Context: an optimization exercise on an open-source flow, tuned for small area. The choices shown serve that exercise and are no tape-out recipe.
The RTL was checked by simulation tests, not by an equivalence proof against the original design.
Power is estimated from default activity; no workload was simulated.

// regfile_scoreboard
module regfile_scoreboard #(
   parameter bit BYPASS_EN  = 1'b1,
   parameter bit RESET_ZERO = 1'b1
) (
   input  logic        clk_i,
   input  logic        rst_ni,
   input  logic [4:0]  rf_waddr_WB_i,
   input  logic [31:0] rf_wdata_WB_i,
   input  logic        rf_we_WB_i,
   input  logic [4:0]  rf_raddr_a_i,
   input  logic [4:0]  rf_raddr_b_i,
   input  logic        rf_re_a_i,
   input  logic        rf_re_b_i,
   output logic [31:0] rf_rdata_a_o,
   output logic [31:0] rf_rdata_b_o,
   input  logic        ld_issue_i,
   input  logic [4:0]  ld_rd_i,
   output logic        stall_o,
   output logic [31:0] busy_o
);
Size in the first run: about 1100 flip-flops, ~41000 µm² of cells after synthesis.
==> flow/config.mk <==
export PLATFORM = sky130hd
export DESIGN_NAME = regfile_scoreboard
export DESIGN_NICKNAME = regfile_scoreboard
export VERILOG_FILES = /design/flow/design.v
export SDC_FILE = /design/flow/constraint.sdc
export NUM_CORES = 4
export LEC_CHECK = 0
export CAP_MARGIN = 20
export CELL_PAD_IN_SITES_DETAIL_PLACEMENT = 1
export CELL_PAD_IN_SITES_GLOBAL_PLACEMENT = 2
export CORE_MARGIN = 2
export CORE_UTILIZATION = 45
export CTS_BUF_LIST = sky130_fd_sc_hd__clkbuf_4 sky130_fd_sc_hd__clkbuf_8
export PLACE_DENSITY = 0.55
export SLEW_MARGIN = 20
export SYNTH_HIERARCHICAL = 1
==> flow/constraint.sdc <==
create_clock -name core_clock -period 6.5 [get_ports {clk_i}]
set_input_delay 1.3000 -clock core_clock [delete_from_list [all_inputs] [get_ports {clk_i}]]
set_output_delay 1.3000 -clock core_clock [all_outputs]
set_load 0.01 [all_outputs]
standard.sh (not shown) runs the stock make flow with config.mk's settings and CLKGATE_MAP_FILE= SYNTH_SCRIPT=/design/flow/synth_recipe.tcl, a recipe that flattens the netlist after the stock synthesis.
==> flow/flow/run.sh <==
#!/bin/bash
cp standard.sh standard_sh.txt
export BUFFER_PORTS_ARGS="-buffer_cell sky130_fd_sc_hd__buf_1"
export CTS_ARGS="-sink_clustering_enable -repair_clock_nets -dont_use_dummy_load -buf_list {sky130_fd_sc_hd__clkbuf_4 sky130_fd_sc_hd__clkbuf_8} -sink_clustering_size 14 -sink_clustering_max_diameter 60"
export FASTROUTE_TCL="$PWD/flow/fastroute.tcl"
bash standard.sh > standard.log 2>&1
==> flow/flow/fastroute.tcl <==
# Global routing layers as the platform sets them, but with less of met1 and
# met2 offered to the global router: most of met1 is taken by the cells' own
# shapes and pin access, so signal wiring is pushed up to met3 and met4.
set_global_routing_layer_adjustment met1 0.6
set_global_routing_layer_adjustment met2 0.35
set_global_routing_layer_adjustment met3-$::env(MAX_ROUTING_LAYER) 0.2

set_routing_layers -clock $::env(MIN_CLK_ROUTING_LAYER)-$::env(MAX_ROUTING_LAYER)
set_routing_layers -signal $::env(MIN_ROUTING_LAYER)-$::env(MAX_ROUTING_LAYER)
Then changed:
==> flow/flow/run.sh (replaced) <==
#!/bin/bash
cp standard.sh standard_sh.txt
export BUFFER_PORTS_ARGS="-buffer_cell sky130_fd_sc_hd__buf_1"
export CTS_ARGS="-sink_clustering_enable -repair_clock_nets -dont_use_dummy_load -buf_list {sky130_fd_sc_hd__clkbuf_4 sky130_fd_sc_hd__clkbuf_8} -sink_clustering_size 16 -sink_clustering_max_diameter 64"
export FASTROUTE_TCL="$PWD/flow/fastroute.tcl"
bash standard.sh > standard.log 2>&1
CAP_MARGIN = 10   (was 20)
CORE_UTILIZATION = 55   (was 45)
PLACE_DENSITY = 0.65   (was 0.55)
SLEW_MARGIN = 10   (was 20)
Outcome: The new run went through all stages and came out clean; worst hold slack improved by 0.0094 ns; design area went down by 1.5%; die area is lower by 18%; flip-flop and latch count stays the same; via count came out higher by 4.4%; global-route usage climbs by 13 points; fmax rose by 0.85%; power goes down by 2.5%.
Then changed:
CAP_MARGIN = 20   (was 10)
CORE_UTILIZATION = 50   (was 55)
PLACE_DENSITY = 0.6   (was 0.65)
SLEW_MARGIN = 20   (was 10)
What happened: The changed run finished clean; wire length is higher by 1.3%; power increases by 0.72%; clock power rose by about 3%; worst setup slack improves by 0.029 ns; non-clock buffer count went down by 6; clock-buffer cell count went up by 4; register-to-register slack got worse by 0.04 ns; hold slack degrades by 0.0081 ns; via count came out lower by 2.9%.
Then changed:
==> flow/flow/run.sh (replaced) <==
#!/bin/bash
cp standard.sh standard_sh.txt
export BUFFER_PORTS_ARGS="-buffer_cell sky130_fd_sc_hd__buf_1"
export CTS_ARGS="-sink_clustering_enable -repair_clock_nets -dont_use_dummy_load -buf_list {sky130_fd_sc_hd__clkbuf_4 sky130_fd_sc_hd__clkbuf_8} -sink_clustering_size 12 -sink_clustering_max_diameter 50"
export FASTROUTE_TCL="$PWD/flow/fastroute.tcl"
bash standard.sh > standard.log 2>&1
CORE_UTILIZATION = 45   (was 50)
PLACE_DENSITY = 0.55   (was 0.6)
After rerunning:
- wire length is about the same
- first-iteration DRC count rises by 4.0%
- flip-flop and latch count does not change
- non-clock buffer count rises by 19
Then changed:
==> flow/flow/run.sh (replaced) <==
#!/bin/bash
cp standard.sh standard_sh.txt
export BUFFER_PORTS_ARGS="-buffer_cell sky130_fd_sc_hd__buf_1"
export CTS_ARGS="-sink_clustering_enable -repair_clock_nets -dont_use_dummy_load -buf_list {sky130_fd_sc_hd__clkbuf_4 sky130_fd_sc_hd__clkbuf_8} -sink_clustering_size 16 -sink_clustering_max_diameter 64"
export FASTROUTE_TCL="$PWD/flow/fastroute.tcl"
bash standard.sh > standard.log 2>&1
CAP_MARGIN = 10   (was 20)
CORE_UTILIZATION = 50   (was 45)
PLACE_DENSITY = 0.6   (was 0.55)
SLEW_MARGIN = 10   (was 20)
The changed run completed with no timing, DRC or antenna violations.
Routed wire length rises by 0.30%.
Core utilization climbs by 4.5 points.
Setup slack is worse by 0.075 ns.
Via count increases by 0.82%.
Design area went down by about 1.6%.
Die area came out lower by about 10%.
Count of clock-buffer cells in the layout shrinks by 47.
Global-route usage rose by 6.6 points.
Power goes down by about 5%.

==> port drivers added, routing unchanged <==
Ports are ideal in the flow. The routed layouts listed here were re-timed in OpenROAD. Step 1 sets driving cells, clkbuf_16 on the clock port and buf_2 on the other inputs (assumed; they add their load-dependent delay and slew). Step 2 also shifts input and output timing later by t, the mid clock arrival at the registers, as if the neighbouring blocks saw the same clock. Slacks: no drivers / after step 1 / after step 2; pairs: no drivers / after step 1.
run	t (ns)	slack for setup (ns)	cell pins on the clock port's net
the first run	0.837	0.102 / 0.075 / 0.075	1
the second run	0.819	0.155 / 0.125 / 0.125	1
the third run	0.809	0.184 / 0.158 / 0.158	1
the fourth run	0.885	0.168 / 0.138 / 0.138	1
the fifth run	0.797	0.093 / 0.069 / 0.069	1
After both steps setup and hold are still met in every run listed.
